From an optimization exercise on the open Yosys and OpenROAD flow, aimed at small area; shortcuts taken in it are not production practice. RTL that was checked went through simulation tests only; none was proved equivalent to the original. For run 1, only the layout was checked, not whether the RTL still works. Power is estimated from default activity; no workload was simulated.

[flow/config.mk]
export PLATFORM = sky130hd
export DESIGN_NAME = payload_capture
export DESIGN_NICKNAME = payload_capture
export VERILOG_FILES = /design/flow/design.v
export SDC_FILE = /design/flow/constraint.sdc
export NUM_CORES = 4
export LEC_CHECK = 0
export CAP_MARGIN = 20
export CORE_MARGIN = 2
export CORE_UTILIZATION = 40
export CTS_BUF_LIST = sky130_fd_sc_hd__clkbuf_16
export CTS_CLUSTER_DIAMETER = 80
export CTS_CLUSTER_SIZE = 24
export SLEW_MARGIN = 20
export SYNTH_HIERARCHICAL = 1
[flow/constraint.sdc]
create_clock -name core_clock -period 8.0 [get_ports {Clk}]
set_input_delay 1.6000 -clock core_clock [delete_from_list [all_inputs] [get_ports {Clk}]]
set_output_delay 1.6000 -clock core_clock [all_outputs]
set_load 0.01 [all_outputs]
[flow/design.v]
module payload_capture #(
  parameter int DATA_W     = 16,
  parameter int FIFO_DEPTH = 64,
  parameter int ADDR_W     = 6,
  parameter int MAX_LEN    = 1024
) (
  input  logic              Clk,
  input  logic              rst,
  input  logic              valid_i,
  input  logic [DATA_W-1:0] r_i,
  input  logic [DATA_W-1:0] i_i,
  input  logic              detect_i,
  input  logic [15:0]       payload_length_i,
  output logic              out_valid_o,
  input  logic              out_ready_i,
  output logic [DATA_W-1:0] out_r_o,
  output logic [DATA_W-1:0] out_i_o,
  output logic              out_last_o,
  output logic              busy_o,
  output logic              done_o,
  output logic              len_err_o,
  output logic              overflow_o
);
  localparam int ENTRY_W = 2 * DATA_W + 1;
  localparam int CNT_W   = $clog2(MAX_LEN + 1);
  logic             busy;
  logic             done;
  logic [CNT_W-1:0] remaining;
  logic             len_err;
  logic             overflow;
  logic [ADDR_W:0]  wr_ptr;
  logic             rd_wrap;
  logic             ptr_eq;
  logic             fifo_empty;
  logic             fifo_full;
  logic             push_req;
  logic             push;
  logic             pop;
  logic             len_ok;
  logic             entry_last;
  logic [FIFO_DEPTH*ENTRY_W-1:0] mem;
  logic [ENTRY_W-1:0] head;
  assign len_ok = !payload_length_i[15] && (payload_length_i != 16'd0) &&
                  (payload_length_i[14:10] == 5'd0 || payload_length_i[14:0] == 15'd1024);
  assign ptr_eq     = !rd_lo_n[wr_ptr[2:0]] && !rd_hi_n[wr_ptr[5:3]];
  assign fifo_empty = ptr_eq && (wr_ptr[ADDR_W] == rd_wrap);
  assign fifo_full  = ptr_eq && (wr_ptr[ADDR_W] != rd_wrap);
  assign push_req   = busy && valid_i;
  assign pop        = !fifo_empty && out_ready_i;
  assign push       = push_req && (!fifo_full || pop);
  assign entry_last = (remaining == CNT_W'(1));
  always_ff @(posedge Clk or negedge rst) begin
    if (!rst) begin
      busy      <= 1'b0;
      done      <= 1'b0;
      remaining <= '0;
      len_err   <= 1'b0;
      overflow  <= 1'b0;
    end else begin
      done <= busy && valid_i && entry_last;
      if (!busy && !done && detect_i) begin
        len_err  <= !len_ok;
        overflow <= 1'b0;
        if (len_ok) begin
          busy      <= 1'b1;
          remaining <= payload_length_i[CNT_W-1:0];
        end
      end else if (busy && valid_i) begin
        remaining <= remaining - CNT_W'(1);
        if (entry_last) busy <= 1'b0;
        if (fifo_full && !pop) overflow <= 1'b1;
      end
    end
  end
  always_ff @(posedge Clk or negedge rst) begin
    if (!rst) begin
      wr_ptr <= '0;
    end else if (push) begin
      wr_ptr <= wr_ptr + 1'b1;
    end
  end
  logic [ENTRY_W-1:0]    din;
  logic [FIFO_DEPTH-1:0] row_load;
  logic [FIFO_DEPTH-1:0] row_keep;
  logic [FIFO_DEPTH*ENTRY_W-1:0] mem_d;
  assign din = {entry_last, r_i, i_i};
  always_comb begin
    row_load = '0;
    row_load[wr_ptr[ADDR_W-1:0]] = push;
  end
  assign row_keep = ~row_load;
  for (genvar k = 0; k < FIFO_DEPTH; k++) begin : g_row
    payload_capture_hold #(.W(ENTRY_W)) u_hold (
      .q    (mem[k*ENTRY_W +: ENTRY_W]),
      .keep (row_keep[k]),
      .d    (din),
      .load (row_load[k]),
      .y    (mem_d[k*ENTRY_W +: ENTRY_W])
    );
  end
  always_ff @(posedge Clk) begin
    mem <= mem_d;
  end
  logic [7:0] rd_lo_n;
  logic [7:0] rd_hi_n;
  always_ff @(posedge Clk or negedge rst) begin
    if (!rst) begin
      rd_lo_n <= 8'hFE;
      rd_hi_n <= 8'hFE;
      rd_wrap <= 1'b0;
    end else if (pop) begin
      rd_lo_n <= {rd_lo_n[6:0], rd_lo_n[7]};
      if (!rd_lo_n[7]) begin
        rd_hi_n <= {rd_hi_n[6:0], rd_hi_n[7]};
        if (!rd_hi_n[7]) rd_wrap <= !rd_wrap;
      end
    end
  end
  logic [ENTRY_W-1:0] grp [8];
  always_comb begin
    for (int j = 0; j < 8; j++) begin
      grp[j] = '1;
      for (int i = 0; i < 8; i++) begin
        grp[j] = grp[j] & (mem[(8*j+i)*ENTRY_W +: ENTRY_W] | {ENTRY_W{rd_lo_n[i]}});
      end
    end
    head = '1;
    for (int j = 0; j < 8; j++) begin
      head = head & (grp[j] | {ENTRY_W{rd_hi_n[j]}});
    end
  end
  assign out_valid_o = !fifo_empty;
  assign out_last_o  = head[ENTRY_W-1];
  assign out_r_o     = head[2*DATA_W-1:DATA_W];
  assign out_i_o     = head[DATA_W-1:0];
  assign busy_o     = busy;
  assign done_o     = done;
  assign len_err_o  = len_err;
  assign overflow_o = overflow;
endmodule
module payload_capture_hold #(
  parameter int W = 33
) (
  input  logic [W-1:0] q,
  input  logic         keep,
  input  logic [W-1:0] d,
  input  logic         load,
  output logic [W-1:0] y
);
  assign y = (q & {W{keep}}) | (d & {W{load}});
endmodule
[flow/flow/run.sh]
#!/bin/bash
# Standard ORFS layout with a leaner clock tree (no dummy loads), smaller
# port buffers, a denser floorplan.
# Every tool's output goes to a log here.
set -uo pipefail
export CTS_ARGS="-sink_clustering_enable -repair_clock_nets -dont_use_dummy_load -sink_clustering_size 16 -sink_clustering_max_diameter 60 -buf_list sky130_fd_sc_hd__clkbuf_8"
export BUFFER_PORTS_ARGS="-buffer_cell sky130_fd_sc_hd__buf_2"
bash standard.sh CORE_UTILIZATION=80 SLEW_MARGIN=10 CAP_MARGIN=10 finish > standard.log 2>&1
[flow/standard.sh]
#!/bin/bash
# synth_recipe.tcl (not shown) runs the flow's synth.tcl, then flattens the netlist and writes it again
# the make line also repeats each setting of config.mk as NAME=value (left out here)
make -C /OpenROAD-flow-scripts/flow DESIGN_CONFIG=/design/flow/config.mk WORK_HOME=/design/flow/orfs CLKGATE_MAP_FILE= SYNTH_SCRIPT=/design/flow/synth_recipe.tcl "${@:-finish}"
==> results of run 1 <==
[metrics by stage]
| stage | util (%) | setup WS, ns | cell area, um2 | power (uW) |
|---|---|---|---|---|
| finish | 81.12 | 0.6252 | 80760 | 25690 |
| global route | 81.08 | 0.9431 | 80730 | 26200 |
| floorplan | - | 4.225 | 80040 | 17590 |
| global placement | 78.73 | 1.700 | 78390 | 20080 |
| detailed placement | 78.78 | 1.927 | 78440 | 20300 |
| CTS | 80.91 | 0.9595 | 80560 | 25040 |
[Yosys cell counts, types with 5 or more instances]
library cell  instances  area, um2
nand4_1              11      68.82
nor3_1               59      295.3
nor4_1              309       1933
a21oi_1              19      95.09
nor2_1               14      52.55
o21ai_0              11      55.05
mux2_2               18      202.7
dfrtp_1              25      625.6
or3_1                 8      50.05
dfstp_2              14      367.9
and3_1               18      112.6
or4_1                 6      45.04
buf_6               450       5067
nand3_1              72      360.4
inv_1                 7      26.28
nand2_1              19      71.32
buf_2                78      390.4
nand2b_1              5      31.28
o221ai_1              9      78.83
clkbuf_1            281       1055
o22ai_1            1190       7445
buf_1                19      71.32
a22o_1             2112      18500
dfxtp_1            2112      42280
[state kept, by name, indices dropped and copies added (netlist names)]
signal	count
done	1
remaining	11
rd_hi_n	8
rd_wrap	1
mem	2112
wr_ptr	7
overflow	1
rd_lo_n	8
len_err	1
busy	1
[layout make-up]
class,instances,area share [%]
Antenna cell,15,0.04648
Clock buffer,154,2.624
Inverter,7,0.03253
Multi-Input combinational cell,3958,38.10
Sequential cell,2151,53.62
Tap cell,1298,2.011
Timing Repair Buffer,380,3.565
[layer usage]
metal  track usage [%]  vias to the layer above  routed length (um)
met5             1.655                        -                 414
met4             41.82                       34               27970
met3             27.96                     1925               57050
met2             74.57                     7013              113500
met1             69.92                    32981               99970
li1                  -                    27276                   -
[critical path, delay by kind of cell, from the launching register on]
kind,cells,cell delay (ns)
DFF,1,1.05
buffers and inverters,5,1.28
and+or+nand+nor,2,1.96
AOI/OAI and AO/OA,2,0.52
[cell families after synthesis]
kind of cell | count (synthesis) | synth area share, %
AOI/OAI and AO/OA | 3377 | 33.10
DFF | 2151 | 54.07
buffers and inverters | 835 | 8.259
and+or+nand+nor | 546 | 4.044
muxes | 24 | 0.3908
xor gates and xnor gates | 7 | 0.07660
adders and majority gates | 4 | 0.06253
[worst min-delay path by stage]
stage	cells after the start	to	start	slack, ns
3_3_place_gp	1	mem[839]$_DFF_P_	mem[839]$_DFF_P_	0.47
2_1_floorplan	1	mem[196]$_DFF_P_	mem[196]$_DFF_P_	0.46
4_1_cts	1	mem[411]$_DFF_P_	mem[411]$_DFF_P_	0.48
5_1_grt	1	mem[1372]$_DFF_P_	mem[1372]$_DFF_P_	0.50
3_5_place_dp	1	mem[670]$_DFF_P_	mem[670]$_DFF_P_	0.47
6_report	1	mem[411]$_DFF_P_	mem[411]$_DFF_P_	0.49
[power breakdown]
| part | internal, uW | total [uW] | switching (uW) |
|---|---|---|---|
| logic | 2850 | 7330 | 4470 |
| registers | 12000 | 13300 | 1280 |
| clock network | 1730 | 5060 | 3330 |
==> metrics.yaml, run 1 <==
drtAntennaViolNets: 0
fillers: 6154
grt_max_degree: 70
nNetsFinal: 6709
gp_congestion: 1.098
hp-class: "reg -> reg"
synth_area_um2: 80040
period_needed_ns: 7.375
cts_root_buffer: "clkbuf_8"
synth_edf_count: 0
post_drt_wl_per_cell_um: 37.54
initial_core_util_pct: 80.39
synth_seq_cells: 2151
run_status: "complete, but fails checks"
path_max_fanout: 39
dp_hpwl_um: 167300
reg2reg_slack_ns: 2.94
grt_pass1_wl_um: 433300
violations: "max-capacitance violations, max-slew violations"
syn_nets: 7001
die_area_um2: 102600
clk_pin_slew_ns: 0.10
antenna_found_initial: 31
ys_seq_area_share_pct: 54.07
slowest_delay_ns: 1.21
whs_ns: 0.4892
fmax_mhz: 135.6
max-clock-path-buffers: 3
final_hold_viol_count: 0
regArea_um2: 43310
rr_startpoint: "rd_lo_n[7]$_DFFE_PN1P_"
rr_endpoint: "mem[590]$_DFF_P_"
path_class: "reg -> out"
p_leak_uw: 0.02930
ctsResizeCount: 0
cts_sinks: 2151
io_buffers: 90
worst_ep_required_time_ns: 6.40
critPathArrivalTime_ns: 5.77
slowest_stage: "nor4_1"
drc: 0
cap_violations: 9
stdcell_count: 7963
layout_common_cells: "a22o_1, dfxtp_1, o22ai_1, nor4_1, buf_4"
dp.cells: 7786
synth_warnings: 8
crit_path_frequent_cell: "buf_4"
power_density_nw_per_um2: 318.1
cts_hold_buf: 0
vias_per_cell: 8.694
fp.coreArea_um2: 99570
ir_drop_uv: 266.3
synth_ff_type: "dfxtp_1"
overflow: 0
fin_skew_ns: 0.1015
cp_cell_sequence: "buf_12 -> buf_4 -> buf_4 -> o22ai_1 -> nor4_1 -> o22ai_1 -> nor4_1 -> buf_4 -> buf_2"
relSlewSlack_pct: -5.910
cts_setup_buffers: 0
die_h_um: 320.3
startpoint: "rd_lo_n[1]$_DFFE_PN1P_"
drive_gt1_share_pct: 10.53
async_flop_share_pct: 1.813
cts.htree.levels: 4
worstMarginPinSlew_ns: 1.574
syn_to_final_growth_pct: 0.9051
drv_slew: 12
synth_cell_types: 60
via_count: 69229
drt_wl_total_um: 298900
num_rows: 116
syn_avg_cell_area_um2: 11.53
setup_tns_ns: 0
multiInputGateArea_um2: 30770
drtIter0Drc: 12126
timing.critical_path.to: "out_r_o[11]"
io_pins: 91
post-route-period-util_pct: 92.19
cts_buffers: 154
drtPass1Iterations: 14
grt_pass1_vias: 66239
cts_tree: "done"
start_kind: "flop"
cp-end-kind: "primary output"
track_usage_pct: 56.32
setup_viol: 0
syn_inst: 6944
reg2reg_depth: 9
rsz0062_at_grt: "false"
clk_latency_ns: 0.95
die_w_um: 320.3
==> run 2: changes to the inputs <==
--- a/flow/design.v
+++ b/flow/design.v
@@ -86,8 +86,17 @@
   assign din = {entry_last, r_i, i_i};
+  logic [7:0] wr_lo_dec;
+  logic [7:0] wr_hi_dec;
   always_comb begin
-    row_load = '0;
-    row_load[wr_ptr[ADDR_W-1:0]] = push;
+    wr_lo_dec = '0;
+    wr_hi_dec = '0;
+    wr_lo_dec[wr_ptr[2:0]] = 1'b1;
+    wr_hi_dec[wr_ptr[5:3]] = push;
   end
-  assign row_keep = ~row_load;
   for (genvar k = 0; k < FIFO_DEPTH; k++) begin : g_row
+    payload_capture_rowctl u_ctl (
+      .a    (wr_lo_dec[k % 8]),
+      .b    (wr_hi_dec[k / 8]),
+      .keep (row_keep[k]),
+      .load (row_load[k])
+    );
     payload_capture_hold #(.W(ENTRY_W)) u_hold (
@@ -151 +160,10 @@
 endmodule
+module payload_capture_rowctl (
+  input  logic a,
+  input  logic b,
+  output logic keep,
+  output logic load
+);
+  assign keep = ~(a & b);
+  assign load = ~keep;
+endmodule
==> flow/flow/run.sh (replaced) <==
#!/bin/bash
# Standard ORFS layout (the standard.sh, unchanged synthesis) with a leaner
# clock tree (no dummy loads, clkbuf_8 leaves), buf_2 port buffers and a 70%
# floorplan utilization. The tools' full output goes to standard.log here.
set -uo pipefail
export CTS_ARGS="-sink_clustering_enable -repair_clock_nets -dont_use_dummy_load -sink_clustering_size 16 -sink_clustering_max_diameter 60 -buf_list sky130_fd_sc_hd__clkbuf_8"
export BUFFER_PORTS_ARGS="-buffer_cell sky130_fd_sc_hd__buf_2"
bash standard.sh CORE_UTILIZATION=70 SLEW_MARGIN=20 CAP_MARGIN=40 finish > standard.log 2>&1
==> run 2 against run 1 <==
Against the previous run:
- synthesized area is 0.52% lower
- sequential share of layout area down 0.76 points
- total power shrank 25%
- global-route usage is 7.9 points lower
- now clean on timing, DRC and antenna
- combinational power is 73% lower
- critical endpoint is now out_r_o[0]
- clock-buffer cell count stayed put
- cell count up 3.5%
- largest cell class unchanged
==> metrics.yaml, run 2 <==
overflow: 0
cap_violations: 0
synth-compound-area-share_pct: 33.08
grt_pass1_vias: 62996
clk_pin_slew_ns: 0.10
min_path_cells: 1
worstMarginPinSlew_ns: 1.118
fin_skew_ns: 0.06568
syn_nets: 6920
muxShareOfSynthArea_pct: 0.4148
path_class: "reg -> out"
num_rows: 123
synth_top_area_share_pct: 53.10
synth.area.top_cells: "dfxtp_1, a22o_1, o22ai_1, buf_6, nor4_1"
synth_ff_type: "dfxtp_1"
rsz0062_at_grt: "false"
max-clock-path-buffers: 3
fp.coreArea_um2: 112700
postPlaceCellArea_um2: 79500
drtIter0Drc: 9890
start_kind: "flop"
synth_edf_count: 0
drtAntennaViolNets: 0
finalInstanceArea_um2: 81930
die_area_um2: 116500
cts_hold_buf: 0
drt_wl_total_um: 292000
synth_seq_cells: 2151
syn_to_final_growth_pct: 2.901
synth_warnings: 8
cts.htree.levels: 4
post_drt_wl_per_cell_um: 35.44
layout_common_cells: "a22o_1, dfxtp_1, o22ai_1, buf_4, nor4_1"
cp.buffers_inverters: 4
power_density_nw_per_um2: 235.7
crit_family: "buffers and inverters"
die_w_um: 341.3
dp.cells: 8044
dp_hpwl_um: 173200
synth_cell_types: 60
period_needed_ns: 6.736
yosys-top-cells-count: "a22o_1, dfxtp_1, o22ai_1, buf_6, nor4_1"
grt_pass1_wl_um: 424100
whs_ns: 0.4932
hp-class: "reg -> reg"
ir_drop_uv: 190.7
async_flop_share_pct: 1.813
power_uw: 19310
fmax_mhz: 148.5
cp_cell_sequence: "buf_4 -> buf_4 -> o22ai_1 -> nor4_1 -> o22ai_1 -> buf_4 -> nor4_1 -> buf_2"
run_status: "timing/DRC/antenna clean"
post-synth-top-area-cell: "dfxtp_1"
grt_max_degree: 78
syn_inst: 6858
clk_latency_ns: 0.93
startpoint: "rd_lo_n[1]$_DFFE_PN1P_"
synth_xor_area_share_pct: 0.1100
synth-simple-area-share_pct: 3.710
post-route-period-util_pct: 84.20
setup_tns_ns: 0
crit_cells: 8
stdcell_count: 8238
via_count: 66077
io_buffers: 90
drv_slew: 0
ys_seq_area_share_pct: 54.35
largest_reg_flops: 2112
antenna_found_initial: 10
drive_gt1_share_pct: 11.18
gp_congestion: 0.9442
die_h_um: 341.3
ctsResizeCount: 0
cts_tree: "done"
nNetsFinal: 6793
rr_startpoint: "rd_lo_n[1]$_DFFE_PN1P_"
synth_area_um2: 79630
worst_ep_required_time_ns: 6.40
cp-end-kind: "primary output"
initial_core_util_pct: 70.68
drtPass1Iterations: 8
largestRegisters: "mem x2112, remaining x11"
slowest_delay_ns: 1.22
p_leak_uw: 0.02928
synth_fa_ha_area_share_pct: 0.1414
io_pins: 91
setup_viol: 0
syn_avg_cell_area_um2: 11.61
drc: 0
cts_sinks: 2151
cts_buffers: 154
slowest_stage: "dfstp_4"
track_usage_pct: 48.41
final_hold_viol_count: 0
vias_per_cell: 8.021
cts_root_buffer: "clkbuf_8"
critPathArrivalTime_ns: 5.14
cts_setup_buffers: 0
relSlewSlack_pct: 25.43
top_register: "mem"
min_from: "mem[998]$_DFF_P_"
path_max_fanout: 44
crit_path_frequent_cell: "buf_4"
reg2reg_depth: 8
synth_top_family_by_area: "compound AO/OA/AOI/OAI gates"
[run 2: cell types whose count changed after synthesis, sizes merged, moves of 7 or more]
cell	previous run	this run
and2	2	74
nand4	11	1
nor3	61	7
or3	8	1
o21ai	13	1
nand2	19	83
a21oi	19	6
and3	18	4
nand3	72	8
clkbuf	281	243
nor4	310	300
[run 2: area by class of cell]
| class | count | area (um2) |
|---|---|---|
| inverters | 9 | 33.78 |
| diodes | 9 | 22.52 |
| well taps | 1500 | 1877 |
| flip-flops and latches | 2151 | 43310 |
| repair buffers | 515 | 4551 |
| multi-input cells | 3900 | 30020 |
| clock buffers | 154 | 2120 |
| fillers | 8128 | 30720 |
[run 2: through the flow]
| step | util [%] | setup slack (ns) |
|---|---|---|
| 6_report | 72.73 | 1.264 |
| 3_5_place_dp | 70.57 | 2.509 |
| 4_1_cts | 72.45 | 1.516 |
| 3_3_place_gp | 69.32 | 2.017 |
| 2_1_floorplan | - | 3.661 |
| 5_1_grt | 72.71 | 1.391 |
[run 2: logic make-up after synthesis]
| group | after synthesis |
|---|---|
| fa+ha+maj | 9 |
| compound gates | 3349 |
| mux | 25 |
| flops | 2151 |
| xor+xnor | 10 |
| simple gates | 507 |
| buf+inv | 807 |
[run 2: path summary, 6_finish.rpt]
kind / slack [ns] / to
min reg2reg: 0.49 / mem[998]$_DFF_P_
max: 1.26 / out_r_o[0]
min in group asynchronous: 0.76 / busy$_DFFE_PN0P_
min: 0.49 / mem[998]$_DFF_P_
max reg2reg: 3.09 / mem[166]$_DFF_P_
max in group asynchronous: 6.79 / rd_hi_n[0]$_DFFE_PN0P_
[run 2: modules after synthesis (local to each module, per instance), a selection]
module | area (um2) | copies in the design | flip-flops and latches | cells
payload_capture_rowctl | 10.01 | 64 | 0 | 2
payload_capture | 55120 | 1 | 2151 | 4106
[run 2: per-layer routing]
metal	vias up	wire (um)	GRT usage, %	share of wire, %
met3	1120	44120	15.61	15
met1	32329	105300	62.81	36
met5	-	59	0	0.020
li1	27162	-	-	-
met2	5456	118300	67.52	41
met4	10	24180	35.70	8.3
[run 2: power by group]
group | switching [uW] | internal [uW] | leakage [uW] | total (uW)
registers | 563 | 11600 | 0.0175 | 12200
logic | 981 | 1030 | 0.0107 | 2010
clock network | 3380 | 1730 | 0.00111 | 5110
==> run 3: changes to the inputs <==
--- a/flow/flow/run.sh
+++ b/flow/flow/run.sh
@@ -7,2 +7,2 @@
 export BUFFER_PORTS_ARGS="-buffer_cell sky130_fd_sc_hd__buf_2"
-bash standard.sh CORE_UTILIZATION=70 SLEW_MARGIN=20 CAP_MARGIN=40 finish > standard.log 2>&1
+bash standard.sh CORE_UTILIZATION=70 SLEW_MARGIN=20 CAP_MARGIN=25 finish > standard.log 2>&1
==> run 3 against run 2 <==
Against the previous run:
- sequential share of layout area rose by 0.93 points
- largest cell class unchanged
- critical endpoint is now out_i_o[5]
- total power fell by 0.30%
- synthesized area is the same
==> metrics.yaml, run 3 <==
post-route-period-util_pct: 88.18
fin_skew_ns: 0.05351
overflow: 0
die_w_um: 341.3
worstMarginPinSlew_ns: 1.385
via_count: 65776
cts_tree: "done"
clk_pin_slew_ns: 0.09
min_path_cells: 1
yosys-top-cells-count: "a22o_1, dfxtp_1, o22ai_1, buf_6, nor4_1"
drtAntennaViolNets: 0
synth_ff_type: "dfxtp_1"
synth.area.top_cells: "dfxtp_1, a22o_1, o22ai_1, buf_6, nor4_1"
hp-class: "reg -> reg"
io_pins: 91
worst_ep_required_time_ns: 6.40
slowest_stage: "dfstp_4"
drv_slew: 0
grt_pass1_vias: 62710
rsz0062_at_grt: "false"
io_buffers: 90
p_leak_uw: 0.02857
antenna_found_initial: 18
fmax_mhz: 141.7
die_h_um: 341.3
cts_hold_buf: 0
synth_seq_cells: 2151
die_area_um2: 116500
track_usage_pct: 48.22
ctsResizeCount: 0
setup_tns_ns: 0
syn_nets: 6920
ys_seq_area_share_pct: 54.35
synth_area_um2: 79630
post-synth-top-area-cell: "dfxtp_1"
max-clock-path-buffers: 3
async_flop_share_pct: 1.813
relSlewSlack_pct: 6.903
layout_common_cells: "a22o_1, dfxtp_1, o22ai_1, buf_4, nor4_1"
num_rows: 123
synth_top_area_share_pct: 53.10
stdcell_count: 8138
drtPass1Iterations: 8
drt_wl_total_um: 290800
top_register: "mem"
period_needed_ns: 7.055
start_kind: "flop"
drive_gt1_share_pct: 9.961
fp.coreArea_um2: 112700
critPathArrivalTime_ns: 5.45
setup_viol: 0
vias_per_cell: 8.083
cts.htree.levels: 4
syn_inst: 6858
final_hold_viol_count: 0
grt_pass1_wl_um: 422200
cts_setup_buffers: 0
gp_congestion: 0.9442
slowest_delay_ns: 1.32
cts_sinks: 2151
post_drt_wl_per_cell_um: 35.73
ir_drop_uv: 212.6
dp_hpwl_um: 163800
path_max_fanout: 53
drtIter0Drc: 9523
cp_cell_sequence: "buf_12 -> o22ai_1 -> nor4_1 -> o22ai_1 -> nor4_1 -> buf_2"
nNetsFinal: 6690
synth_warnings: 8
syn_to_final_growth_pct: 1.113
cts_root_buffer: "clkbuf_8"
grt_max_degree: 78
fin_ws_ns: 0.9453
run_status: "timing/DRC/antenna clean"
power_density_nw_per_um2: 239.1
path_class: "reg -> out"
largest_reg_flops: 2112
initial_core_util_pct: 70.68
post-route-util_pct: 71.47
cp-end-kind: "primary output"
largestRegisters: "mem x2112, remaining x11"
clk_latency_ns: 0.91
synth_cell_types: 60
dp.cells: 7959
cts_buffers: 155
place_ws_ns: 2.204
cap_violations: 0
drc: 0
reg2reg_depth: 8
syn_avg_cell_area_um2: 11.61
synth_edf_count: 0
run 3: cell count changes in the layout (fill, tap and decap cells not counted), sizes merged:
cell           before  now
clkbuf            175  156
buf               469  410
clkdlybuf4s15      15    0
diode               9   12
clkdlybuf4s18      10    0
run 3: modules after synthesis, one instance, submodules excluded, a selection:
module,copies in the design,flip-flops and latches,cells inside
payload_capture,1,2151,4106
payload_capture_rowctl,64,0,2
run 3: layout make-up:
class,instances,area (um2)
Clock buffer,155,2133
Fill cell,8368,32140
Timing Repair Buffer,411,3047
Tap cell,1500,1877
Antenna cell,12,30.03
Multi-Input combinational cell,3900,30080
Inverter,9,33.78
Sequential cell,2151,43310
run 3: path summary, 6_finish.rpt:
kind                                        start                       end  slack (ns)
max                        rd_lo_n[7]$_DFFE_PN1P_                out_i_o[5]        0.95
min                             mem[1957]$_DFF_P_         mem[1957]$_DFF_P_        0.49
max reg2reg                rd_lo_n[7]$_DFFE_PN1P_           mem[20]$_DFF_P_        2.88
min reg2reg                     mem[1957]$_DFF_P_         mem[1957]$_DFF_P_        0.49
max in group asynchronous                     rst    rd_hi_n[0]$_DFFE_PN0P_        6.80
min in group asynchronous                     rst  remaining[8]$_DFFE_PN0P_        0.75
run 3: through the flow:
| stage | instance area (um2) | total power (uW) | hold WS [ns] |
|---|---|---|---|
| after floorplan | 79630 | 13580 | 0.4566 |
| after global placement | 78090 | 14200 | 0.4663 |
| after detailed placement | 78220 | 14290 | 0.4714 |
| after CTS | 80350 | 19110 | 0.4915 |
| after global routing | 80480 | 19780 | 0.5002 |
| final | 80510 | 19250 | 0.4907 |
run 3: cell families (layout without fill, tap and decap cells):
logic type	after synthesis	count (layout)	synth area share [%]
DFF	2151	2151	54.35
and+or+nand+nor	507	507	3.710
adders and majority gates	9	9	0.1414
buffers and inverters	807	575	8.199
AOI/OAI and AO/OA	3349	3349	33.08
muxes	25	25	0.4148
xor gates and xnor gates	10	10	0.1100
other	0	12	0
run 3: report_power, final:
part | switching (uW) | total [uW] | internal, uW
registers | 558 | 12200 | 11600
logic | 973 | 1960 | 984
clock network | 3360 | 5110 | 1740
run 3: worst max-delay path, delay by kind of cell, from the launching register on:
family	cells	cell delay, ns
buffers and inverters	2	0.57
and+or+nand+nor	2	1.93
DFF	1	1.32
AOI/OAI and AO/OA	2	0.68
run 3: layer usage:
| metal | track usage [%] | share of wire, % | vias to the layer above |
|---|---|---|---|
| met1 | 62.35 | 36 | 32254 |
| met3 | 15.80 | 15 | 1215 |
| met5 | 0 | 0.021 | - |
| li1 | - | - | 26950 |
| met2 | 68.19 | 40 | 5347 |
| met4 | 33.57 | 8.3 | 10 |
==> run 4: changes to the inputs <==
--- a/flow/flow/run.sh
+++ b/flow/flow/run.sh
@@ -3,3 +3,5 @@
 # clock tree (no dummy loads, clkbuf_8 leaves), buf_2 port buffers and a 70%
-# floorplan utilization. The tools' full output goes to standard.log here.
+# floorplan utilization. Routing-stage repair aims further below the
+# capacitance limits than placement-stage repair does.
+# The tools' full output goes to standard_place.log and standard_route.log here.
 set -uo pipefail
@@ -7,2 +9,3 @@
 export BUFFER_PORTS_ARGS="-buffer_cell sky130_fd_sc_hd__buf_2"
-bash standard.sh CORE_UTILIZATION=70 SLEW_MARGIN=20 CAP_MARGIN=25 finish > standard.log 2>&1
+bash standard.sh CORE_UTILIZATION=70 SLEW_MARGIN=20 CAP_MARGIN=20 cts > standard_place.log 2>&1
+bash standard.sh CORE_UTILIZATION=70 SLEW_MARGIN=20 CAP_MARGIN=35 finish > standard_route.log 2>&1
==> run 4 against run 3 <==
Against the previous run:
- still clean on timing, DRC and antenna
- sequential cell count unchanged
- cell count is 0.55% higher
- via count decreased by 0.16%
- clock power about the same
- non-clock buffer count grew 51
- clock skew grew 0.0062 ns
- combinational power rose by 2%
- register-to-register slack worse by 0.09 ns
- highest routed layer unchanged
==> metrics.yaml, run 4 <==
run_status: "timing/DRC/antenna clean"
drc: 0
largestRegisters: "mem x2112, remaining x11"
synth_ff_type: "dfxtp_1"
cp_cell_sequence: "buf_4 -> o22ai_1 -> nor4_1 -> o22ai_1 -> nor4_1 -> buf_2"
dp_hpwl_um: 163800
whs_ns: 0.4933
synth_edf_count: 0
io_pins: 91
top_register: "mem"
hp-class: "reg -> reg"
muxShareOfSynthArea_pct: 0.4148
fmax_mhz: 144.8
post-route-period-util_pct: 86.32
setup_viol: 0
switching_share_pct: 25.41
syn_nets: 6920
cts_setup_buffers: 0
synth_area_um2: 79630
synth_fa_ha_area_share_pct: 0.1414
synth-compound-area-share_pct: 33.08
drtPass1Iterations: 8
internal-power_uw: 14390
yosys-top-cells-count: "a22o_1, dfxtp_1, o22ai_1, buf_6, nor4_1"
regArea_um2: 43310
synth_top_family_by_area: "compound AO/OA/AOI/OAI gates"
clk_latency_ns: 0.91
p_leak_uw: 0.02901
synth.area.top_cells: "dfxtp_1, a22o_1, o22ai_1, buf_6, nor4_1"
synth_cell_types: 60
post_drt_wl_per_cell_um: 35.53
worstMarginPinSlew_ns: 1.140
start_kind: "flop"
cp.buffers_inverters: 2
grt_max_degree: 78
cts.htree.levels: 4
seq_power_share_pct: 63.2
setup_tns_ns: 0
cts_sinks: 2151
syn_inst: 6858
die_area_um2: 116500
path_class: "reg -> out"
clk_pin_slew_ns: 0.10
synth_top_area_share_pct: 53.10
max-clock-path-buffers: 3
drt_wl_total_um: 290800
worst_ep_required_time_ns: 6.40
grt_pass1_vias: 62809
gp_congestion: 0.9442
drtIter0Drc: 10007
cts_hold_buf: 0
power_density_nw_per_um2: 237.0
synth_xor_area_share_pct: 0.1100
io_buffers: 90
crit_family: "simple AND/OR/NAND/NOR gates"
drv_slew: 0
cp-end-kind: "primary output"
drive_gt1_share_pct: 10.64
relSlewSlack_pct: 23.40
via_count: 65673
syn_to_final_growth_pct: 2.209
largest_reg_flops: 2112
drtAntennaViolNets: 0
layout_common_cells: "a22o_1, dfxtp_1, o22ai_1, buf_4, nor4_1"
post-synth-top-area-cell: "dfxtp_1"
fillers: 8262
synth_warnings: 8
slowest_stage: "dfstp_4"
p_comb_share_pct: 10.4
final_hold_viol_count: 0
critPathArrivalTime_ns: 5.31
grt_pass1_wl_um: 421900
rsz0062_at_grt: "false"
slowest_delay_ns: 1.25
cts_root_buffer: "clkbuf_8"
synth-simple-area-share_pct: 3.710
ir_drop_uv: 181.3
ys_seq_area_share_pct: 54.35
cts_buffers: 154
overflow: 0
post-route-util_pct: 72.24
nNetsFinal: 6740
track_usage_pct: 48.12
cts_tree: "done"
fp.coreArea_um2: 112700
die_w_um: 341.3
cap_violations: 0
syn_avg_cell_area_um2: 11.61
vias_per_cell: 8.026
clkPwrFrac_pct: 26.4
num_rows: 123
initial_core_util_pct: 70.68
async_flop_share_pct: 1.813
die_h_um: 341.3
synth_seq_cells: 2151
path_max_fanout: 53
fin_skew_ns: 0.05970
ctsResizeCount: 0
multiInputGateArea_um2: 30100
antenna_found_initial: 11
period_needed_ns: 6.906
p_switching_uw: 4902
==> run 4: Yosys stat by module (local to each module, per instance), a selection <==
| module | times used | cells inside | area (um2) | flops+latches |
|---|---|---|---|---|
| payload_capture_rowctl | 64 | 2 | 10.01 | 0 |
| payload_capture | 1 | 4106 | 55120 | 2151 |
==> run 4: cell families (layout without fill, tap and decap cells) <==
| group | count (synthesis) | after routing |
|---|---|---|
| XOR/XNOR | 10 | 10 |
| AO/OA/AOI/OAI | 3349 | 3349 |
| adder cells (fa/ha/maj) | 9 | 9 |
| multiplexers | 25 | 25 |
| AND/OR/NAND/NOR | 507 | 507 |
| buffers and inverters | 807 | 625 |
| other | 0 | 7 |
| flip-flops | 2151 | 2151 |
==> run 4: power by group through the flow <==
stage	combinational [uW]	sequential (uW)	clock (uW)
after floorplan	1340	12200	0
after global routing	2090	12300	5430
after detailed placement	1880	12400	0
final	2000	12200	5090
after CTS	1880	12200	5050
after global placement	1810	12400	0
==> run 4: routing by layer <==
metal,routed length [um],vias up,track usage (%)
li1,-,27055,-
met1,105700,32164,62.32
met2,118400,5340,67.36
met3,43940,1104,16.13
met4,22660,10,34.19
met5,68,-,0
==> run 4: worst paths after layout <==
check                           depth (start not counted)                   start  slack, ns                       end
worst max-delay path                                    6  rd_lo_n[7]$_DFFE_PN1P_       1.09               out_r_o[11]
worst max register to register                          8  rd_lo_n[7]$_DFFE_PN1P_       2.79           mem[18]$_DFF_P_
max in group asynchronous                               2                     rst       6.79    rd_hi_n[0]$_DFFE_PN0P_
min in group asynchronous                               2                     rst       0.76  remaining[8]$_DFFE_PN0P_
worst min-delay path                                    1       mem[2104]$_DFF_P_       0.49         mem[2104]$_DFF_P_
worst min register to register                          1       mem[2104]$_DFF_P_       0.49         mem[2104]$_DFF_P_
==> run 4: final cells by class <==
type	count	share of cell area, %
antenna	7	0.02152
clock buffer	154	2.604
timing repair buffer	462	4.832
tap	1500	2.306
sequential	2151	53.22
multi-input combinational	3900	36.98
inverter	9	0.04151
==> run 4: stage by stage <==
stage	setup WS (ns)	total power, uW	cells	cell area, um2
CTS	1.220	19090	8107	80300
global placement	2.017	14200	7953	78090
global route	1.272	19810	8177	81370
floorplan	3.661	13580	6858	79630
finish	1.094	19290	8183	81380
detailed placement	2.194	14280	7953	78180
==> run 5: changes to the inputs <==
--- a/flow/design.v
+++ b/flow/design.v
@@ -31,2 +31,4 @@
   logic [ADDR_W:0]  wr_ptr;
+  logic [7:0]       rd_lo_n;
+  logic [7:0]       rd_hi_n;
   logic             rd_wrap;
@@ -41,3 +43,9 @@
   logic [FIFO_DEPTH*ENTRY_W-1:0] mem;
+  logic [FIFO_DEPTH*ENTRY_W-1:0] mem_d;
   logic [ENTRY_W-1:0] head;
+  logic [ENTRY_W-1:0]    din;
+  logic [FIFO_DEPTH-1:0] row_load;
+  logic [FIFO_DEPTH-1:0] row_keep;
+  logic [7:0]            wr_lo_dec;
+  logic [7:0]            wr_hi_dec;
   assign len_ok = !payload_length_i[15] && (payload_length_i != 16'd0) &&
@@ -81,9 +89,3 @@
   end
-  logic [ENTRY_W-1:0]    din;
-  logic [FIFO_DEPTH-1:0] row_load;
-  logic [FIFO_DEPTH-1:0] row_keep;
-  logic [FIFO_DEPTH*ENTRY_W-1:0] mem_d;
   assign din = {entry_last, r_i, i_i};
-  logic [7:0] wr_lo_dec;
-  logic [7:0] wr_hi_dec;
   always_comb begin
@@ -112,4 +114,2 @@
   end
-  logic [7:0] rd_lo_n;
-  logic [7:0] rd_hi_n;
   always_ff @(posedge Clk or negedge rst) begin
==> flow/flow/run.sh (replaced) <==
#!/bin/bash
# Standard ORFS layout (the standard.sh, unchanged synthesis) with a leaner
# clock tree (no dummy loads, clkbuf_8 leaves), buf_2 port buffers and a 70%
# floorplan utilization; repair may resize cells to other footprints. The tools' full output goes to standard.log here.
set -uo pipefail
export CTS_ARGS="-sink_clustering_enable -repair_clock_nets -dont_use_dummy_load -sink_clustering_size 16 -sink_clustering_max_diameter 60 -buf_list sky130_fd_sc_hd__clkbuf_8"
export BUFFER_PORTS_ARGS="-buffer_cell sky130_fd_sc_hd__buf_2"
bash standard.sh CORE_UTILIZATION=70 SLEW_MARGIN=20 CAP_MARGIN=25 MATCH_CELL_FOOTPRINT=0 PLACE_DENSITY=0.92 finish > standard.log 2>&1
==> run 5 against run 4 <==
Against the previous run:
- die area is the same
- clock skew grew 0.035 ns
- wire length grew 0.71%
- clock-buffer cell count is the same
- sequential share of layout area grew 0.66 points
- register-to-register slack gained 0.32 ns
- critical path depth grew 1
- worst hold slack lost 0.00076 ns
- final area shrank 1.2%
- worst setup slack lost 0.58 ns
- cell count shrank 0.88%
- largest power group unchanged
==> metrics.yaml, run 5 <==
synth_seq_cells: 2151
cap_violations: 0
antenna_found_initial: 20
slowest_stage: "nor4_1"
worstMarginPinSlew_ns: 1.336
cts_tree: "done"
dp_hpwl_um: 160500
post_drt_wl_per_cell_um: 36.10
critPathArrivalTime_ns: 5.89
period_needed_ns: 7.491
cts_sinks: 2151
overflow: 0
p_leak_uw: 0.02851
cts_buffers: 154
io_pins: 91
grtUsageMet1_pct: 56.49
whs_ns: 0.4925
cp-end-kind: "primary output"
cp.buffers_inverters: 3
hp-class: "reg -> reg"
syn_to_final_growth_pct: 0.9412
post-route-period-util_pct: 93.63
path_class: "reg -> out"
num_rows: 123
path_max_fanout: 31
ys_seq_area_share_pct: 54.35
max-clock-path-buffers: 3
ctsResizeCount: 0
fin_skew_ns: 0.09474
drtAntennaViolNets: 0
synth_cell_types: 61
largest_reg_flops: 2112
switching_share_pct: 25.80
p_comb_share_pct: 10.5
nNetsFinal: 6658
via_count: 69108
start_kind: "flop"
p_switching_uw: 4990
io_buffers: 90
clkPwrFrac_pct: 26.3
internal-power_uw: 14350
final_hold_viol_count: 0
rsz0062_at_grt: "false"
cts_setup_buffers: 0
setup_viol: 0
synth_ff_type: "dfxtp_1"
async_flop_share_pct: 1.813
drtPass1Iterations: 11
place_ws_ns: 2.358
die_w_um: 341.3
clk_latency_ns: 0.98
vias_per_cell: 8.520
reg2reg_slack_ns: 3.11
top_register: "mem"
syn_inst: 6858
drv_slew: 0
syn_nets: 6920
grt_pass1_vias: 67216
drt_wl_total_um: 292800
cts.htree.levels: 4
fp.coreArea_um2: 112700
fillers: 7519
worst_ep_required_time_ns: 6.40
track_usage_pct: 48.26
relSlewSlack_pct: 10.13
seq_power_share_pct: 63.2
gr-usage-met3_pct: 25.42
syn_avg_cell_area_um2: 11.61
fin_ws_ns: 0.5092
drive_gt1_share_pct: 9.554
ir_drop_uv: 266.3
synth_top_area_share_pct: 53.10
post-synth-top-area-cell: "dfxtp_1"
cts_root_buffer: "clkbuf_8"
layout_common_cells: "a22o_1, dfxtp_1, o22ai_1, nor4_1, buf_4"
power_density_nw_per_um2: 240.7
setup_tns_ns: 0
drc: 0
synth_warnings: 8
clk_pin_slew_ns: 0.10
yosys-top-cells-count: "a22o_1, dfxtp_1, o22ai_1, buf_6, nor4_1"
grt_max_degree: 80
initial_core_util_pct: 70.68
slowest_delay_ns: 1.15
met2_usage_pct: 65.17
synth_edf_count: 0
top_usage_layer: "met2"
grt_pass1_wl_um: 427700
largestRegisters: "mem x2112, remaining x11"
die_h_um: 341.3
synth_area_um2: 79630
die_area_um2: 116500
synth.area.top_cells: "dfxtp_1, a22o_1, o22ai_1, buf_6, nor4_1"
run_status: "timing/DRC/antenna clean"
cts_hold_buf: 0
crit_family: "simple AND/OR/NAND/NOR gates"
gp_congestion: 0.9806
cp_cell_sequence: "buf_4 -> buf_4 -> o22ai_1 -> nor4_1 -> o22ai_1 -> nor4_1 -> buf_2"
drtIter0Drc: 13694
fmax_mhz: 133.5
run 5: cell count changes in the layout (fill, tap and decap cells not counted), sizes merged:
cell    delta
clkbuf    -19
diode     +10
buf       -63
run 5: metal layers:
metal,routed length [um],vias up
met3,56780,2141
met1,94240,32738
met4,28690,37
met2,112200,7303
li1,-,26889
met5,966,-
run 5: logic make-up (layout without fill, tap and decap cells):
group	after synthesis	count (layout)	synth area share, %
AOI/OAI and AO/OA	3349	3349	33.08
xor gates and xnor gates	10	10	0.1100
adders and majority gates	9	9	0.1414
buffers and inverters	807	543	8.201
DFF	2151	2151	54.35
muxes	25	25	0.4148
other	0	17	0
and+or+nand+nor	507	507	3.710
run 5: cell type report:
| class | instances | area (um2) | area share, % |
|---|---|---|---|
| flip-flops and latches | 2151 | 43300 | 53.88 |
| repair buffers | 380 | 2904 | 3.613 |
| clock buffers | 154 | 2120 | 2.637 |
| diodes | 17 | 42.54 | 0.05293 |
| inverters | 9 | 33.78 | 0.04203 |
| multi-input cells | 3900 | 30100 | 37.44 |
| well taps | 1500 | 1877 | 2.335 |
run 5: per-module statistics from Yosys (local to each module, per instance), a selection:
module	times used	cells inside
payload_capture_rowctl	64	2
payload_capture	1	4106
run 5: path summary, 6_finish.rpt:
path / start / endpoint / cells past startpoint
max in group asynchronous: rst / rd_lo_n[0]$_DFFE_PN0P_ / 1
worst max register to register: rd_lo_n[1]$_DFFE_PN1P_ / mem[627]$_DFF_P_ / 10
worst min register to register: mem[519]$_DFF_P_ / mem[519]$_DFF_P_ / 1
worst min-delay path: mem[519]$_DFF_P_ / mem[519]$_DFF_P_ / 1
worst max-delay path: rd_lo_n[6]$_DFFE_PN1P_ / out_r_o[11] / 7
min in group asynchronous: rst / rd_lo_n[0]$_DFFE_PN0P_ / 1
run 5: metrics by stage:
step                utilization [%]  total power (uW)  instances  cell area, um2
finish                        71.35             19340       8111           80380
floorplan                         -             13580       6858           79630
detailed placement            69.18             14340       7926           77940
global route                  71.31             19760       8096           80340
global placement              69.08             14190       7918           77820
CTS                           71.06             19080       8080           80060
run 5: power by group through the flow:
stage / clock, uW / sequential [uW] / combinational, uW
floorplan: 0 / 12200 / 1340
global placement: 0 / 12400 / 1800
detailed placement: 0 / 12400 / 1910
CTS: 4960 / 12200 / 1910
global route: 5360 / 12300 / 2090
finish: 5090 / 12200 / 2020
==> run 6: changes to the inputs <==
--- a/flow/flow/run.sh
+++ b/flow/flow/run.sh
@@ -7,2 +7,2 @@
 export BUFFER_PORTS_ARGS="-buffer_cell sky130_fd_sc_hd__buf_2"
-bash standard.sh CORE_UTILIZATION=70 SLEW_MARGIN=20 CAP_MARGIN=25 MATCH_CELL_FOOTPRINT=0 PLACE_DENSITY=0.92 finish > standard.log 2>&1
+bash standard.sh CORE_UTILIZATION=70 SLEW_MARGIN=20 CAP_MARGIN=25 MATCH_CELL_FOOTPRINT=0 PLACE_DENSITY=0.80 finish > standard.log 2>&1
==> run 6 against run 5 <==
Against the previous run:
- clock skew down 0.0044 ns
- synthesized cell count unchanged
- non-clock buffer count up 20
- wire length down 1.7%
- critical path depth up 1
- worst setup slack better by 0.38 ns
- maximum frequency up 5.3%
- core utilization about the same
- final area about the same
- clock power about the same
- clock-buffer cell count up 1
- register-to-register slack worse by 0.20 ns
- still clean on timing, DRC and antenna
==> metrics.yaml, run 6 <==
initial_core_util_pct: 70.68
cts_setup_buffers: 0
synth.area.top_cells: "dfxtp_1, a22o_1, o22ai_1, buf_6, nor4_1"
min_from: "mem[250]$_DFF_P_"
overflow: 0
crit_path_frequent_cell: "buf_4"
drv_slew: 0
min_path_cells: 1
cp_cell_sequence: "buf_4 -> buf_4 -> o22ai_1 -> nor4_1 -> o22ai_1 -> nor4_1 -> buf_4 -> buf_2"
p_leak_uw: 0.02849
clk_pin_slew_ns: 0.10
die_w_um: 341.3
grt_pass1_wl_um: 418600
ys_seq_area_share_pct: 54.35
rsz0062_at_grt: "false"
ir_drop_uv: 198.3
drive_gt1_share_pct: 9.403
rr_startpoint: "rd_lo_n[1]$_DFFE_PN1P_"
dp_hpwl_um: 160200
nNetsFinal: 6679
die_area_um2: 116500
gp_congestion: 0.9783
reg2reg_slack_ns: 2.91
drtAntennaViolNets: 0
antenna_found_initial: 10
layout_common_cells: "a22o_1, dfxtp_1, o22ai_1, nor4_1, buf_4"
cts.htree.levels: 4
rr_endpoint: "mem[1588]$_DFF_P_"
num_rows: 123
post-route-period-util_pct: 88.89
synth_ff_type: "dfxtp_1"
reg2reg_depth: 10
vias_per_cell: 8.163
fp.coreArea_um2: 112700
async_flop_share_pct: 1.813
io_pins: 91
start_kind: "flop"
place_ws_ns: 2.161
wl_met3_um: 50000
worstMarginPinSlew_ns: 1.380
grt_max_degree: 85
synth_top_area_share_pct: 53.10
hp-class: "reg -> reg"
via_count: 66282
synth_cell_types: 61
clk_latency_ns: 0.91
critPathArrivalTime_ns: 5.51
synth_warnings: 8
post-synth-top-area-cell: "dfxtp_1"
worst_ep_required_time_ns: 6.40
final_hold_viol_count: 0
die_h_um: 341.3
top_register: "mem"
cts_hold_buf: 0
syn_avg_cell_area_um2: 11.61
cts_sinks: 2151
cts_buffers: 155
cts_root_buffer: "clkbuf_8"
largestRegisters: "mem x2112, remaining x11"
multiInputGateArea_um2: 29930
track_usage_pct: 47.55
ctsResizeCount: 0
cp-end-kind: "primary output"
slowest_stage: "dfstp_4"
power_density_nw_per_um2: 240.0
synth_area_um2: 79630
relSlewSlack_pct: 7.167
run_status: "timing/DRC/antenna clean"
io_buffers: 90
fmax_mhz: 140.6
period_needed_ns: 7.112
dr_wl_met2_um: 113700
regArea_um2: 43300
drtPass1Iterations: 8
fin_ws_ns: 0.8885
largest_reg_flops: 2112
wl_met1_um: 101700
yosys-top-cells-count: "a22o_1, dfxtp_1, o22ai_1, buf_6, nor4_1"
max-clock-path-buffers: 3
power_uw: 19280
synth_seq_cells: 2151
setup_tns_ns: 0
path_class: "reg -> out"
cap_violations: 0
syn_inst: 6858
hold_end: "mem[250]$_DFF_P_"
grt_pass1_vias: 63472
path_max_fanout: 42
post_drt_wl_per_cell_um: 35.46
setup_viol: 0
drtIter0Drc: 10686
drt_wl_total_um: 287900
drc: 0
cts_tree: "done"
fin_skew_ns: 0.09039
syn_to_final_growth_pct: 0.8753
syn_nets: 6920
fillers: 8171
slowest_delay_ns: 1.26
highest_layer: "met5"
synth_edf_count: 0
==> run 6: per-stage QoR <==
stage	hold slack [ns]	instance area (um2)	instances	utilization, %
6_report	0.4884	80320	8120	71.30
5_1_grt	0.5012	80310	8116	71.29
4_1_cts	0.4904	80190	8106	71.18
3_5_place_dp	0.4714	78060	7951	69.29
3_3_place_gp	0.4662	78030	7948	69.27
2_1_floorplan	0.4566	79630	6858	-
==> run 6: power by group <==
| part | total [uW] | switching [uW] | leakage, uW | internal, uW |
|---|---|---|---|---|
| Sequential | 12200 | 569 | 0.0175 | 11600 |
| Clock | 5100 | 3360 | 0.00111 | 1740 |
| Combinational | 1970 | 989 | 0.00989 | 985 |
| Total | 19300 | 4920 | 0.0285 | 14400 |
==> run 6: cell families after synthesis <==
group,Yosys count,share of synthesized area (%)
DFF,2151,54.35
muxes,25,0.4148
buffers and inverters,807,8.201
AOI/OAI and AO/OA,3349,33.08
adders and majority gates,9,0.1414
and+or+nand+nor,507,3.710
xor gates and xnor gates,10,0.1100
==> run 6: worst max path at each step <==
stage               slack (ns)                   start                end  depth (start not counted)
finish                    0.89  rd_lo_n[1]$_DFFE_PN1P_         out_i_o[6]                          8
global route              1.05  rd_lo_n[1]$_DFFE_PN1P_         out_i_o[6]                          8
CTS                       1.25  rd_lo_n[4]$_DFFE_PN1P_         out_r_o[1]                          7
detailed placement        2.16  rd_lo_n[4]$_DFFE_PN1P_         out_r_o[1]                          7
global placement          2.16  rd_lo_n[4]$_DFFE_PN1P_         out_r_o[1]                          7
floorplan                 3.66             out_ready_i  mem[1000]$_DFF_P_                          7
==> run 6: layer usage <==
layer  up-vias  global-route usage, %
met1     32080                  61.88
met2      6037                  65.15
met4         8                  31.70
met5         -                      0
met3      1251                  18.57
li1      26906                      -
==> run 6: area by class of cell <==
type | count | share of cell area, %
Sequential cell | 2151 | 53.91
Multi-Input combinational cell | 3900 | 37.27
Timing Repair Buffer | 400 | 3.773
Clock buffer | 155 | 2.656
Tap cell | 1500 | 2.337
Inverter | 9 | 0.04206
Antenna cell | 5 | 0.01558
==> run 6: worst max-delay path, delay by kind of cell, from the launching register on <==
| kind | cells | cell delay (ns) |
|---|---|---|
| compound gates | 2 | 0.53 |
| buf+inv | 4 | 0.96 |
| flops | 1 | 1.26 |
| simple gates | 2 | 1.84 |
==> run 6: modules after synthesis (local to each module, per instance), excerpt <==
module	area, um2	copies in the design	flip-flops and latches	cells
payload_capture	55120	1	2151	4106
payload_capture_rowctl	10.01	64	0	2
==> run 7: changes to the inputs <==
--- a/flow/flow/run.sh
+++ b/flow/flow/run.sh
@@ -7,2 +7,2 @@
 export BUFFER_PORTS_ARGS="-buffer_cell sky130_fd_sc_hd__buf_2"
-bash standard.sh CORE_UTILIZATION=70 SLEW_MARGIN=20 CAP_MARGIN=25 MATCH_CELL_FOOTPRINT=0 PLACE_DENSITY=0.80 finish > standard.log 2>&1
+bash standard.sh CORE_UTILIZATION=70 SLEW_MARGIN=20 CAP_MARGIN=25 MATCH_CELL_FOOTPRINT=0 finish > standard.log 2>&1
==> run 7 against run 6 <==
Against the previous run:
- maximum frequency up 1.6%
- die area stayed put
- clock power is essentially flat
- cell count hardly changed
- clock skew is 0.023 ns lower
- sequential power is essentially flat
- non-clock buffer count fell by 9
- worst setup slack better by 0.12 ns
- synthesized area unchanged
- final area hardly changed
==> metrics.yaml, run 7 <==
drtAntennaViolNets: 0
switching_share_pct: 25.54
path_class: "reg -> out"
syn_to_final_growth_pct: 0.7920
internal-power_uw: 14350
setup_viol: 0
synth_top_area_share_pct: 53.10
vias_per_cell: 8.150
grt_pass1_wl_um: 423500
synth_area_um2: 79630
cp_cell_sequence: "buf_12 -> buf_4 -> o22ai_1 -> nor4_1 -> o22ai_1 -> nor4_1 -> buf_2"
cap_violations: 0
ir_drop_uv: 198.5
slowest_delay_ns: 1.18
synth_cell_types: 61
post_drt_wl_per_cell_um: 36.02
io_pins: 91
yosys-top-cells-count: "a22o_1, dfxtp_1, o22ai_1, buf_6, nor4_1"
cts_root_buffer: "clkbuf_8"
synth_warnings: 8
cts_setup_buffers: 0
path_max_fanout: 46
postPlaceCellArea_um2: 78050
clk_latency_ns: 0.93
initial_core_util_pct: 70.68
startpoint: "rd_lo_n[1]$_DFFE_PN1P_"
die_w_um: 341.3
rsz0062_at_grt: "false"
worst_ep_required_time_ns: 6.40
slowest_stage: "dfstp_4"
drv_slew: 0
grt_pass1_vias: 62778
timing.critical_path.to: "out_r_o[5]"
dp.cells: 7942
period_needed_ns: 6.996
track_usage_pct: 48.38
clk_pin_slew_ns: 0.10
power_density_nw_per_um2: 240.1
max-clock-path-buffers: 3
drt_wl_total_um: 292200
clkPwrFrac_pct: 26.4
via_count: 66118
drive_gt1_share_pct: 9.235
cp-end-kind: "primary output"
hp-class: "reg -> reg"
drc: 0
async_flop_share_pct: 1.813
critPathArrivalTime_ns: 5.40
post-synth-top-area-cell: "dfxtp_1"
gp_congestion: 0.9431
relSlewSlack_pct: 12.04
fmax_mhz: 142.9
cts_hold_buf: 0
rr_endpoint: "mem[1603]$_DFF_P_"
syn_avg_cell_area_um2: 11.61
ys_seq_area_share_pct: 54.35
cts_buffers: 154
syn_inst: 6858
overflow: 0
largestRegisters: "mem x2112, remaining x11"
cts.htree.levels: 4
seq_power_share_pct: 63.3
die_area_um2: 116500
rr_startpoint: "rd_lo_n[3]$_DFFE_PN1P_"
antenna_found_initial: 8
run_status: "timing/DRC/antenna clean"
dp_hpwl_um: 165000
layout_common_cells: "a22o_1, dfxtp_1, o22ai_1, nor4_1, buf_4"
finalInstanceArea_um2: 80260
reg2reg_depth: 11
p_switching_uw: 4922
die_h_um: 341.3
cts_tree: "done"
p_leak_uw: 0.02843
final_hold_viol_count: 0
grt_max_degree: 74
nNetsFinal: 6669
synth_ff_type: "dfxtp_1"
drtPass1Iterations: 8
start_kind: "flop"
fin_skew_ns: 0.06752
synth_edf_count: 0
drtIter0Drc: 9963
top_register: "mem"
setup_tns_ns: 0
reg2reg_slack_ns: 3.07
io_buffers: 90
worstMarginPinSlew_ns: 1.307
synth_seq_cells: 2151
stdcell_count: 8113
syn_nets: 6920
fp.coreArea_um2: 112700
largest_reg_flops: 2112
post-route-util_pct: 71.24
synth.area.top_cells: "dfxtp_1, a22o_1, o22ai_1, buf_6, nor4_1"
ctsResizeCount: 0
p_comb_share_pct: 10.3
num_rows: 123
post-route-period-util_pct: 87.45
cts_sinks: 2151
-- run 7: cell types whose count changed in the layout (fill, tap and decap cells not counted), sizes merged --
cell,change
buf,-11
diode,+3
clkbuf,+1
-- run 7: metrics by stage --
step                      total power [uW]  hold WS, ns  setup WS [ns]
after detailed placement             14320       0.4714          2.284
after CTS                            19120       0.4903          1.302
after floorplan                      13580       0.4566          3.661
after global placement               14230       0.4666          2.103
after global routing                 19790       0.4989          1.080
final                                19270       0.4924          1.004
-- run 7: power by group through the flow --
stage | Combinational, uW | Clock, uW | Sequential (uW)
4_1_cts | 1920 | 5030 | 12200
3_3_place_gp | 1840 | 0 | 12400
6_report | 1990 | 5080 | 12200
5_1_grt | 2070 | 5430 | 12300
2_1_floorplan | 1340 | 0 | 12200
3_5_place_dp | 1910 | 0 | 12400
-- run 7: how the worst min path moves through the flow --
| stage | endpoint | depth (start not counted) | from | slack (ns) |
|---|---|---|---|---|
| after floorplan | mem[0]$_DFF_P_ | 1 | mem[0]$_DFF_P_ | 0.46 |
| after global placement | mem[405]$_DFF_P_ | 1 | mem[405]$_DFF_P_ | 0.47 |
| after detailed placement | mem[1832]$_DFF_P_ | 1 | mem[1832]$_DFF_P_ | 0.47 |
| after CTS | mem[1769]$_DFF_P_ | 1 | mem[1769]$_DFF_P_ | 0.49 |
| after global routing | mem[489]$_DFF_P_ | 1 | mem[489]$_DFF_P_ | 0.50 |
| final | mem[1289]$_DFF_P_ | 1 | mem[1289]$_DFF_P_ | 0.49 |
-- run 7: cells by family (layout without fill, tap and decap cells) --
| family | after synthesis | in the layout | share of synthesized area (%) |
|---|---|---|---|
| compound gates | 3349 | 3349 | 33.08 |
| fa+ha+maj | 9 | 9 | 0.1414 |
| simple gates | 507 | 507 | 3.710 |
| mux | 25 | 25 | 0.4148 |
| other cells | 0 | 8 | 0 |
| xor+xnor | 10 | 10 | 0.1100 |
| flops | 2151 | 2151 | 54.35 |
| buf+inv | 807 | 554 | 8.201 |
-- run 7: modules after synthesis (local to each module, per instance), excerpt --
module	area, um2	cells inside
payload_capture	55120	4106
payload_capture_rowctl	10.01	2
-- run 7: final cells by class --
| cell class | count | area, um2 |
|---|---|---|
| multi-input cells | 3900 | 29930 |
| well taps | 1500 | 1877 |
| inverters | 9 | 33.78 |
| diodes | 8 | 20.02 |
| flip-flops and latches | 2151 | 43300 |
| clock buffers | 154 | 2120 |
| repair buffers | 391 | 2975 |
| fillers | 8433 | 32400 |
-- run 7: per-layer routing --
| layer | part of all wire [%] | global-route usage, % | vias up | routed length, um |
|---|---|---|---|---|
| met2 | 40 | 67.85 | 5725 | 117300 |
| met1 | 36 | 63.89 | 32340 | 106100 |
| met5 | 0.014 | 0 | - | 41 |
| met3 | 16 | 16.07 | 1120 | 46400 |
| li1 | - | - | 26927 | - |
| met4 | 7.6 | 31.19 | 6 | 22320 |
-- run 7: critical path, delay by kind of cell (launching register included) --
kind	cells	cell delay, ns
AO/OA/AOI/OAI	2	0.50
AND/OR/NAND/NOR	2	1.69
flip-flops	1	1.18
buffers and inverters	3	1.01
==> run 8: changes to the inputs <==
--- a/flow/flow/run.sh
+++ b/flow/flow/run.sh
@@ -5,3 +5,3 @@
 set -uo pipefail
-export CTS_ARGS="-sink_clustering_enable -repair_clock_nets -dont_use_dummy_load -sink_clustering_size 16 -sink_clustering_max_diameter 60 -buf_list sky130_fd_sc_hd__clkbuf_8"
+export CTS_ARGS="-sink_clustering_enable -repair_clock_nets -dont_use_dummy_load -sink_clustering_size 18 -sink_clustering_max_diameter 60 -buf_list sky130_fd_sc_hd__clkbuf_8"
 export BUFFER_PORTS_ARGS="-buffer_cell sky130_fd_sc_hd__buf_2"
==> run 8 against run 7 <==
Against the previous run:
- largest power group unchanged
- combinational power about the same
- sequential cell count stayed put
- critical endpoint is now out_i_o[1]
- wire length about the same
- via count decreased by 0.79%
- clock-buffer cell count down 10
==> metrics.yaml, run 8 <==
layout_common_cells: "a22o_1, dfxtp_1, o22ai_1, nor4_1, buf_4"
grt_pass1_wl_um: 423200
slowest_delay_ns: 1.24
die_w_um: 341.3
die_area_um2: 116500
post_drt_wl_per_cell_um: 36.05
grt_pass1_vias: 62767
reg2reg_depth: 10
track_usage_pct: 48.33
finalInstanceArea_um2: 80120
io_buffers: 90
run_status: "timing/DRC/antenna clean"
fin_skew_ns: 0.05877
synth_warnings: 8
final_hold_viol_count: 0
gp_congestion: 0.9431
clk_latency_ns: 0.91
power_density_nw_per_um2: 238.8
yosys-top-cells-count: "a22o_1, dfxtp_1, o22ai_1, buf_6, nor4_1"
initial_core_util_pct: 70.68
cts_sinks: 2151
worst_ep_required_time_ns: 6.40
drtIter0Drc: 10227
largest_reg_flops: 2112
drive_gt1_share_pct: 9.143
path_max_fanout: 46
p_leak_uw: 0.02837
critPathArrivalTime_ns: 5.42
fmax_mhz: 142.5
cts_root_buffer: "clkbuf_8"
io_pins: 91
dp.cells: 7942
cp-end-kind: "primary output"
synth_area_um2: 79630
setup_tns_ns: 0
cts_hold_buf: 0
async_flop_share_pct: 1.813
syn_inst: 6858
period_needed_ns: 7.018
ys_seq_area_share_pct: 54.35
grt_max_degree: 74
rsz0062_at_grt: "false"
syn_to_final_growth_pct: 0.6238
synth_seq_cells: 2151
die_h_um: 341.3
overflow: 0
synth.area.top_cells: "dfxtp_1, a22o_1, o22ai_1, buf_6, nor4_1"
cts.htree.levels: 4
via_count: 65593
min_path_cells: 1
cts_buffers: 144
fp.coreArea_um2: 112700
drtPass1Iterations: 6
top_register: "mem"
cp_cell_sequence: "buf_4 -> o22ai_1 -> nor4_1 -> o22ai_1 -> nor4_1 -> buf_2"
post-route-period-util_pct: 87.73
synth_ff_type: "dfxtp_1"
synth_cell_types: 61
path_class: "reg -> out"
vias_per_cell: 8.098
drv_slew: 0
post-route-util_pct: 71.12
synth_top_area_share_pct: 53.10
start_kind: "flop"
syn_nets: 6920
ctsResizeCount: 0
max-clock-path-buffers: 3
postPlaceCellArea_um2: 78050
post-synth-top-area-cell: "dfxtp_1"
cap_violations: 0
cts_tree: "done"
clk_pin_slew_ns: 0.11
synth_edf_count: 0
cts_setup_buffers: 0
dp_hpwl_um: 165000
num_rows: 123
worstMarginPinSlew_ns: 1.286
syn_avg_cell_area_um2: 11.61
relSlewSlack_pct: 13.46
slowest_stage: "dfstp_4"
drc: 0
largestRegisters: "mem x2112, remaining x11"
antenna_found_initial: 7
nNetsFinal: 6659
hp-class: "reg -> reg"
drtAntennaViolNets: 0
drt_wl_total_um: 292000
setup_viol: 0
stdcell_count: 8100
ir_drop_uv: 198.1
-- run 8: cell count changes in the layout (fill, tap and decap cells not counted), sizes merged --
cell,before,now
diode,8,5
buf,388,389
clkbuf,157,146
-- run 8: power breakdown --
part,switching (uW),internal (uW)
combinational,1000,984
clock,3320,1630
sequential,563,11600
total,4890,14200
-- run 8: cells by family (layout without fill, tap and decap cells) --
family,count (synthesis),in the layout,synth area share [%]
other cells,0,5,0
xor+xnor,10,10,0.1100
compound gates,3349,3349,33.08
simple gates,507,507,3.710
flops,2151,2151,54.35
buf+inv,807,544,8.201
fa+ha+maj,9,9,0.1414
mux,25,25,0.4148
-- run 8: metrics by stage --
stage	total power, uW	hold WS [ns]	setup WS, ns
after global routing	19660	0.4988	1.055
after detailed placement	14320	0.4714	2.284
after CTS	18990	0.4926	1.323
after floorplan	13580	0.4566	3.661
after global placement	14230	0.4666	2.103
final	19130	0.4909	0.9816
-- run 8: area by class of cell --
cell class	instances	area, um2
flip-flops and latches	2151	43300
fillers	8435	32530
multi-input cells	3900	29950
repair buffers	391	2968
clock buffers	144	1982
well taps	1500	1877
inverters	9	33.78
diodes	5	12.51
-- run 8: worst max-delay path, delay by kind of cell (launching register included) --
family,cells,cell delay [ns]
AND/OR/NAND/NOR,2,1.85
flip-flops,1,1.24
buffers and inverters,2,0.79
AO/OA/AOI/OAI,2,0.57
-- run 8: worst paths after layout --
| kind | slack (ns) | startpoint | end |
|---|---|---|---|
| setup / recovery | 0.98 | rd_lo_n[3]$_DFFE_PN1P_ | out_i_o[1] |
| hold / removal | 0.49 | mem[1668]$_DFF_P_ | mem[1668]$_DFF_P_ |
| hold reg to reg | 0.49 | mem[1668]$_DFF_P_ | mem[1668]$_DFF_P_ |
| min in group asynchronous | 0.87 | rst | rd_lo_n[0]$_DFFE_PN0P_ |
| setup reg to reg | 2.98 | rd_lo_n[3]$_DFFE_PN1P_ | mem[747]$_DFF_P_ |
| max in group asynchronous | 6.44 | rst | rd_lo_n[0]$_DFFE_PN0P_ |
-- run 8: routing by layer --
layer	track usage, %	vias to the layer above	share of wire [%]
li1	-	26898	-
met1	63.56	32091	36
met2	67.36	5497	40
met3	16.47	1099	16
met4	31.98	8	7.8
met5	0.1634	-	0.020
-- run 8: Yosys stat by module, one instance, submodules excluded, a selection --
module                  cell area [um2]  cells  times used  flip-flops and latches
payload_capture_rowctl            10.01      2          64                       0
payload_capture                   55120   4106           1                    2151

## re-timing with driven ports
The results above use ideal ports. As a check the final layouts listed here were re-extracted and re-timed, cells and wires unchanged.
Step 1 (the two cells are an assumption about what drives the block):
set clk [get_ports {Clk}]
set_driving_cell -lib_cell sky130_fd_sc_hd__clkbuf_16 $clk
set_driving_cell -lib_cell sky130_fd_sc_hd__buf_2 [delete_from_list [all_inputs] $clk]
Step 2, shift: input delay + t, output delay - t, t = (earliest + latest rising clock arrival at the registers) / 2. This alone moves slack from input paths to output paths.
a / b / c = no drivers / after step 1 / after step 2; a / b = the first two.
run	t (ns)	slack for setup (ns)	latest minus earliest clock arrival (ns)	cell pins on the clock port's net
run 1	0.974	0.625 / 0.548 / 1.522	0.102 / 0.102	1
run 2	0.974	1.264 / 1.184 / 2.158	0.065 / 0.065	1
run 3	0.961	0.945 / 0.863 / 1.824	0.059 / 0.059	1
run 4	0.963	1.094 / 1.015 / 1.978	0.061 / 0.061	1
run 5	1.018	0.509 / 0.431 / 1.449	0.102 / 0.103	1
run 6	0.949	0.888 / 0.805 / 1.754	0.095 / 0.096	1
run 7	0.972	1.004 / 0.924 / 1.896	0.069 / 0.069	1
run 8	0.960	0.982 / 0.901 / 1.861	0.060 / 0.060	1
